This design comes from an exercise in tuning for small area, a short achievable clock period and few clock cycles on the open sky130 flow, not from production work. Function was checked by simulation only, so behaviour that the tests miss may differ from the original.

Setup of west:
==> flow/design.v <==
package sad_pkg;
  localparam int PixelWidth = 8;
  localparam int SadWidth   = 17;   
  localparam int SumWidth   = 12;   
  localparam int SAddrWidth = 10;   
  localparam int RAddrWidth = 8;
  typedef logic [PixelWidth-1:0] pixel_t;
  typedef logic [SadWidth-1:0] sad_t;
  typedef logic [SumWidth-1:0] sum_t;
  typedef logic [SAddrWidth-1:0] saddr_t;
  typedef logic [RAddrWidth-1:0] raddr_t;
endpackage
`timescale 1ns/1ns
module sad_scan_decode #(
  parameter int SImgSize = 19,
  parameter int RImgSize = 4
) (
  input  logic   clk_i,
  input  logic   rst_ni,
  input  logic   start_i,
  input  logic   finish_i,
  output logic   busy_o,
  output sad_pkg::saddr_t smem_raddr_o,
  output sad_pkg::raddr_t ref_raddr_o,
  output logic   ref_load_o,    
  output logic   accept_o,      
  output logic   cand_vld_o,    
  output logic   cand_last_o    
);
  localparam int PixNum = SImgSize * SImgSize;
  localparam int RefNum = RImgSize * RImgSize;
  localparam int AddrW  = $clog2(PixNum);
  localparam int RefW   = $clog2(RefNum);
  localparam int PosW   = $clog2(SImgSize);
  logic             active;   
  logic [AddrW-1:0] addr;
  logic [RefW-1:0]  raddr;
  logic [PosW-1:0]  col;      
  logic [PosW-1:0]  row;
  logic             col_ge;   
  logic             row_ge;   
  logic             col_last;
  logic             row_last;
  logic             accept;
  logic             issue;    
  assign accept   = start_i && !busy_o;
  assign issue    = accept || active;
  assign col_last = col == PosW'(SImgSize - 1);
  assign row_last = row == PosW'(SImgSize - 1);
  assign accept_o = accept && rst_ni;
  assign smem_raddr_o = sad_pkg::SAddrWidth'(addr);
  assign ref_raddr_o  = sad_pkg::RAddrWidth'(raddr);
  always_ff @(posedge clk_i) begin
    if (!rst_ni) begin
      busy_o      <= 1'b0;
      active      <= 1'b0;
      addr        <= '0;
      raddr       <= '0;
      col         <= '0;
      row         <= '0;
      col_ge      <= 1'b0;
      row_ge      <= 1'b0;
      ref_load_o  <= 1'b0;
      cand_vld_o  <= 1'b0;
      cand_last_o <= 1'b0;
    end else begin
      if (accept) begin
        busy_o <= 1'b1;
      end else if (finish_i) begin
        busy_o <= 1'b0;
      end
      ref_load_o  <= accept || (raddr != '0);
      cand_vld_o  <= issue && col_ge && row_ge;
      cand_last_o <= issue && col_last && row_last;
      if (accept || (raddr != '0)) begin
        raddr <= raddr + 1'b1;
      end
      if (issue) begin
        if (col_last && row_last) begin
          active <= 1'b0;
          addr   <= '0;
          col    <= '0;
          row    <= '0;
          col_ge <= 1'b0;
          row_ge <= 1'b0;
        end else begin
          active <= 1'b1;
          addr   <= addr + 1'b1;
          if (col_last) begin
            col    <= '0;
            col_ge <= 1'b0;
            row    <= row + 1'b1;
            if (row == PosW'(RImgSize - 2)) row_ge <= 1'b1;
          end else begin
            col <= col + 1'b1;
            if (col == PosW'(RImgSize - 2)) col_ge <= 1'b1;
          end
        end
      end
    end
  end
endmodule
`timescale 1ns/1ns
module sad_pe_array #(
  parameter int SImgSize = 19,
  parameter int RImgSize = 4
) (
  input  logic   clk_i,
  input  logic   accept_i,
  input  logic   ref_load_i,
  input  sad_pkg::pixel_t search_pix_i,
  input  sad_pkg::pixel_t ref_pix_i,
  output sad_pkg::sum_t   sum_o
);
  localparam int RefNum  = RImgSize * RImgSize;
  localparam int LineLen = (RImgSize - 1) * SImgSize;
  localparam int SumW    = sad_pkg::SumWidth;
  localparam int ColW    = 10;   
  localparam sad_pkg::sum_t Offset = SumW'(-RefNum * 510);
  typedef logic [ColW-1:0] col_t;
  sad_pkg::pixel_t nref_q  [RefNum];      
  sad_pkg::sum_t   ref_sum_q;             
  sad_pkg::pixel_t npix_q;                
  sad_pkg::pixel_t nline_q [LineLen];     
  sad_pkg::pixel_t ncol    [RImgSize];    
  sad_pkg::pixel_t npre    [RImgSize];    
  logic            gt_q    [RImgSize][RImgSize];   
  col_t            min_s   [RImgSize];
  col_t            min_c   [RImgSize];
  col_t            min_s_q [RImgSize];
  col_t            min_c_q [RImgSize];
  col_t            pix_sum;
  col_t            pix_sum_q;
  sad_pkg::sum_t   h_q     [RImgSize-1];
  function automatic sad_pkg::pixel_t nref_px(input int x, input int y);
    nref_px = nref_q[RefNum-1 - (RImgSize*y + x)];
  endfunction
  function automatic logic greater(input sad_pkg::pixel_t a, input sad_pkg::pixel_t nb);
    logic c;
    c = 1'b0;
    for (int i = 0; i < sad_pkg::PixelWidth; i++) c = (a[i] & nb[i]) | ((a[i] | nb[i]) & c);
    greater = c;
  endfunction
  function automatic logic [2*ColW-1:0] csa(input col_t a, input col_t b, input col_t c);
    csa = {((a & b) | (a & c) | (b & c)) << 1, a ^ b ^ c};
  endfunction
  always_ff @(posedge clk_i) begin
    if (ref_load_i) begin
      nref_q[0] <= ~ref_pix_i;
      for (int k = 1; k < RefNum; k++) nref_q[k] <= nref_q[k-1];
    end
  end
  always_ff @(posedge clk_i) begin
    if (accept_i) begin
      ref_sum_q <= Offset;
    end else if (ref_load_i) begin
      ref_sum_q <= ref_sum_q + SumW'(ref_pix_i);
    end
  end
  always_ff @(posedge clk_i) begin
    npix_q     <= ~search_pix_i;
    nline_q[0] <= npix_q;
    for (int k = 1; k < LineLen; k++) nline_q[k] <= nline_q[k-1];
  end
  always_comb begin
    for (int y = 0; y < RImgSize; y++) begin
      if (y == RImgSize - 1) begin
        ncol[y] = npix_q;
        npre[y] = ~search_pix_i;
      end else begin
        ncol[y] = nline_q[(RImgSize - 1 - y) * SImgSize - 1];
        npre[y] = nline_q[(RImgSize - 1 - y) * SImgSize - 2];
      end
    end
  end
  always_ff @(posedge clk_i) begin
    for (int y = 0; y < RImgSize; y++) begin
      for (int x = 0; x < RImgSize; x++) begin
        gt_q[y][x] <= greater(~npre[y], nref_px(x, y));
      end
    end
  end
  always_comb begin
    col_t m [RImgSize];
    col_t s1, c1;
    for (int x = 0; x < RImgSize; x++) begin
      for (int y = 0; y < RImgSize; y++) begin
        m[y] = ColW'(gt_q[y][x] ? nref_px(x, y) : ncol[y]);
      end
      {c1, s1} = csa(m[0], m[1], m[2]);
      {min_c[x], min_s[x]} = csa(s1, c1, m[3]);
    end
  end
  always_comb begin
    pix_sum = '0;
    for (int y = 0; y < RImgSize; y++) pix_sum = pix_sum + ColW'(~ncol[y]);
  end
  always_ff @(posedge clk_i) begin
    for (int x = 0; x < RImgSize; x++) begin
      min_s_q[x] <= min_s[x];
      min_c_q[x] <= min_c[x];
    end
    pix_sum_q <= pix_sum;
  end
  always_ff @(posedge clk_i) begin
    h_q[0] <= ref_sum_q + SumW'(pix_sum_q) + {min_s_q[0], 1'b0} + {min_c_q[0], 1'b0};
    for (int x = 1; x < RImgSize - 1; x++) begin
      h_q[x] <= h_q[x-1] + SumW'(pix_sum_q) + {min_s_q[x], 1'b0} + {min_c_q[x], 1'b0};
    end
    sum_o <= h_q[RImgSize-2] + SumW'(pix_sum_q) +
             {min_s_q[RImgSize-1], 1'b0} + {min_c_q[RImgSize-1], 1'b0};
  end
endmodule
`timescale 1ns/1ns
module sad_min_select #(
  parameter int SImgSize = 19,
  parameter int RImgSize = 4,
  parameter int Latency  = 4    
) (
  input  logic   clk_i,
  input  logic   rst_ni,
  input  logic   accept_i,
  input  logic   cand_vld_i,    
  input  logic   cand_last_i,
  input  sad_pkg::sum_t   sum_i,  
  output logic   finish_o,
  output sad_pkg::sad_t   min_sad_o,
  output sad_pkg::saddr_t min_addr_o
);
  localparam int Offset = (RImgSize - 1) * (SImgSize + 1);   
  localparam int CandW  = 9;
  logic [Latency-2:0] vld_q;
  logic [Latency-2:0] last_q;
  sad_pkg::sum_t      best_sad;
  logic [CandW-1:0]   best_addr;
  logic [CandW-1:0]   cand_addr;   
  assign min_sad_o  = sad_pkg::SadWidth'(best_sad);
  assign min_addr_o = sad_pkg::SAddrWidth'(best_addr);
  always_ff @(posedge clk_i) begin
    if (!rst_ni) begin
      vld_q    <= '0;
      last_q   <= '0;
      finish_o <= 1'b0;
    end else begin
      vld_q    <= {vld_q[Latency-3:0], cand_vld_i};
      last_q   <= {last_q[Latency-3:0], cand_last_i};
      finish_o <= last_q[Latency-2];
    end
  end
  always_ff @(posedge clk_i) begin
    if (accept_i) begin
      best_sad  <= '1;   
      cand_addr <= CandW'(1 - Latency - Offset);
    end else begin
      cand_addr <= cand_addr + 1'b1;
      if (vld_q[Latency-2] && (sum_i < best_sad)) begin
        best_sad  <= sum_i;
        best_addr <= cand_addr;
      end
    end
  end
endmodule
`timescale 1ns/1ns
module motion_search_top #(
  parameter int SImgSize = 19,
  parameter int RImgSize = 4,
  parameter int PeNum    = 16
) (
  input  logic   clk_i,
  input  logic   rst_ni,
  input  logic   start_i,
  input  sad_pkg::pixel_t smem_rdata_i,
  input  sad_pkg::pixel_t ref_rdata_i,
  output sad_pkg::saddr_t smem_raddr_o,
  output sad_pkg::raddr_t ref_raddr_o,
  output logic   busy_o,
  output logic   finish_o,
  output sad_pkg::sad_t   min_sad_o,
  output sad_pkg::saddr_t min_addr_o
);
  logic          ref_load;
  logic          accept;
  logic          cand_vld;
  logic          cand_last;
  sad_pkg::sum_t sum;
  sad_scan_decode #(
    .SImgSize(SImgSize),
    .RImgSize(RImgSize)
  ) i_decode (
    .clk_i       (clk_i),
    .rst_ni      (rst_ni),
    .start_i     (start_i),
    .finish_i    (finish_o),
    .busy_o      (busy_o),
    .smem_raddr_o(smem_raddr_o),
    .ref_raddr_o (ref_raddr_o),
    .ref_load_o  (ref_load),
    .accept_o    (accept),
    .cand_vld_o  (cand_vld),
    .cand_last_o (cand_last)
  );
  sad_pe_array #(
    .SImgSize(SImgSize),
    .RImgSize(RImgSize)
  ) i_execute (
    .clk_i       (clk_i),
    .accept_i    (accept),
    .ref_load_i  (ref_load),
    .search_pix_i(smem_rdata_i),
    .ref_pix_i   (ref_rdata_i),
    .sum_o       (sum)
  );
  sad_min_select #(
    .SImgSize(SImgSize),
    .RImgSize(RImgSize),
    .Latency (4)
  ) i_result (
    .clk_i      (clk_i),
    .rst_ni     (rst_ni),
    .accept_i   (accept),
    .cand_vld_i (cand_vld),
    .cand_last_i(cand_last),
    .sum_i      (sum),
    .finish_o   (finish_o),
    .min_sad_o  (min_sad_o),
    .min_addr_o (min_addr_o)
  );
endmodule
clock: 10.0 ns
lec_check: 0
abc_area: 1
cap_margin: 20
core_margin: 2
core_utilization: 70
slew_margin: 20
setup_slack_margin: 6.5
standard.sh (not shown) runs the stock make flow with config.mk's settings and CLKGATE_MAP_FILE= SYNTH_SCRIPT=/design/flow/synth_recipe.tcl, a recipe that flattens the netlist after the stock synthesis.
==> flow/flow/run.sh <==
#!/bin/bash
set -euo pipefail
MARGIN=$(cat flow/margin.txt)
echo "export SETUP_SLACK_MARGIN = $MARGIN" >> config.mk
bash standard.sh > standard.log 2>&1
==> flow/flow/margin.txt <==
6.5
Testbench counts of west, summed over its fixed seeds: cycles 23,416.
Modified inputs, north compared to west
==> flow/design.v, changed modules only <==
module sad_pe_array #(
  parameter int SImgSize = 19,
  parameter int RImgSize = 4
) (
  input  logic   clk_i,
  input  logic   accept_i,
  input  logic   ref_load_i,
  input  sad_pkg::pixel_t search_pix_i,
  input  sad_pkg::pixel_t ref_pix_i,
  output sad_pkg::sum_t   sum_o
);
  localparam int RefNum  = RImgSize * RImgSize;
  localparam int LineLen = (RImgSize - 1) * SImgSize;
  localparam int SumW    = sad_pkg::SumWidth;
  localparam int ColW    = 10;   
  localparam sad_pkg::sum_t Offset = SumW'(-RefNum * 510);
  typedef logic [ColW-1:0] col_t;
  sad_pkg::pixel_t nref_q  [RefNum];      
  sad_pkg::sum_t   ref_sum_q;             
  sad_pkg::pixel_t npix_q;                
  sad_pkg::pixel_t nline_q [LineLen];     
  sad_pkg::pixel_t ncol    [RImgSize];    
  sad_pkg::pixel_t npre    [RImgSize];    
  logic            gt_q    [RImgSize][RImgSize];   
  col_t            min_s   [RImgSize];
  col_t            min_c   [RImgSize];
  col_t            min_s_q [RImgSize];
  col_t            min_c_q [RImgSize];
  logic [8:0]      pix_pair_q [2];        
  col_t            pix_sum_q;
  sad_pkg::sum_t   h_q     [RImgSize-1];
  function automatic sad_pkg::pixel_t nref_px(input int x, input int y);
    nref_px = nref_q[RefNum-1 - (RImgSize*y + x)];
  endfunction
  function automatic logic greater(input sad_pkg::pixel_t a, input sad_pkg::pixel_t nb);
    logic c;
    c = 1'b0;
    for (int i = 0; i < sad_pkg::PixelWidth; i++) c = (a[i] & nb[i]) | ((a[i] | nb[i]) & c);
    greater = c;
  endfunction
  function automatic logic [2*ColW-1:0] csa(input col_t a, input col_t b, input col_t c);
    csa = {((a & b) | (a & c) | (b & c)) << 1, a ^ b ^ c};
  endfunction
  always_ff @(posedge clk_i) begin
    if (ref_load_i) begin
      nref_q[0] <= ~ref_pix_i;
      for (int k = 1; k < RefNum; k++) nref_q[k] <= nref_q[k-1];
    end
  end
  always_ff @(posedge clk_i) begin
    if (accept_i) begin
      ref_sum_q <= Offset;
    end else if (ref_load_i) begin
      ref_sum_q <= ref_sum_q + SumW'(ref_pix_i);
    end
  end
  always_ff @(posedge clk_i) begin
    npix_q     <= ~search_pix_i;
    nline_q[0] <= npix_q;
    for (int k = 1; k < LineLen; k++) nline_q[k] <= nline_q[k-1];
  end
  always_comb begin
    for (int y = 0; y < RImgSize; y++) begin
      if (y == RImgSize - 1) begin
        ncol[y] = npix_q;
        npre[y] = ~search_pix_i;
      end else begin
        ncol[y] = nline_q[(RImgSize - 1 - y) * SImgSize - 1];
        npre[y] = nline_q[(RImgSize - 1 - y) * SImgSize - 2];
      end
    end
  end
  always_ff @(posedge clk_i) begin
    for (int y = 0; y < RImgSize; y++) begin
      for (int x = 0; x < RImgSize; x++) begin
        gt_q[y][x] <= greater(~npre[y], nref_px(x, y));
      end
    end
  end
  always_comb begin
    col_t m [RImgSize];
    col_t s1, c1;
    for (int x = 0; x < RImgSize; x++) begin
      for (int y = 0; y < RImgSize; y++) begin
        m[y] = ColW'(gt_q[y][x] ? nref_px(x, y) : ncol[y]);
      end
      {c1, s1} = csa(m[0], m[1], m[2]);
      {min_c[x], min_s[x]} = csa(s1, c1, m[3]);
    end
  end
  always_ff @(posedge clk_i) begin
    pix_pair_q[0] <= 9'(~npre[0]) + 9'(~npre[1]);
    pix_pair_q[1] <= 9'(~npre[2]) + 9'(~npre[3]);
  end
  always_ff @(posedge clk_i) begin
    for (int x = 0; x < RImgSize; x++) begin
      min_s_q[x] <= min_s[x];
      min_c_q[x] <= min_c[x];
    end
    pix_sum_q <= ColW'(pix_pair_q[0]) + ColW'(pix_pair_q[1]);
  end
  always_ff @(posedge clk_i) begin
    h_q[0] <= ref_sum_q + SumW'(pix_sum_q) + {min_s_q[0], 1'b0} + {min_c_q[0], 1'b0};
    for (int x = 1; x < RImgSize - 1; x++) begin
      h_q[x] <= h_q[x-1] + SumW'(pix_sum_q) + {min_s_q[x], 1'b0} + {min_c_q[x], 1'b0};
    end
    sum_o <= h_q[RImgSize-2] + SumW'(pix_sum_q) +
             {min_s_q[RImgSize-1], 1'b0} + {min_c_q[RImgSize-1], 1'b0};
  end
endmodule
[summary]
On total vias in the final route, north does worse than west.
Compared with west, in north critical path data arrival time rose by 0.02 ns, growth of design area from synthesis to finish went up, highest achievable clock rate now sits lower, mux share of post-synthesis cell area rose by 0.68 points.
Global-route usage: lower on west
Source of the critical timing path = i_result.best_addr[4]: north; source of the critical timing path = i_result.best_addr[1]: west
Diff west -> north | number of fillers in the final layout | increase of 38
Testbench counts of north, summed over its fixed seeds: cycles 23,416.

## what the ideal ports hide
No port has a modelled driver above. Below, the same layouts with a new extraction and two added sets of constraints.
Step 1 sets driving cells, clkbuf_16 on the clock port and buf_2 on the other inputs (assumed; they add their load-dependent delay and slew).
Step 2 times the ports against the registers' clock, not the clock port: input delays grow and output delays shrink by t, the midpoint of the rising clock arrivals with the driver on.
Three values: no drivers, after step 1, after step 2; two values: the first two.
run	t (ns)	setup WS [ns]	worst hold slack (ns)
west	0.651	6.553 / 6.499 / 6.093	0.307 / 0.307 / 0.307
north	0.680	6.529 / 6.469 / 5.949	0.313 / 0.313 / 0.313
After both steps setup and hold are still met in every run listed. For north, which loses most, drivers alone change the setup slack by -0.060 ns; drivers and shift together by -0.580 ns.
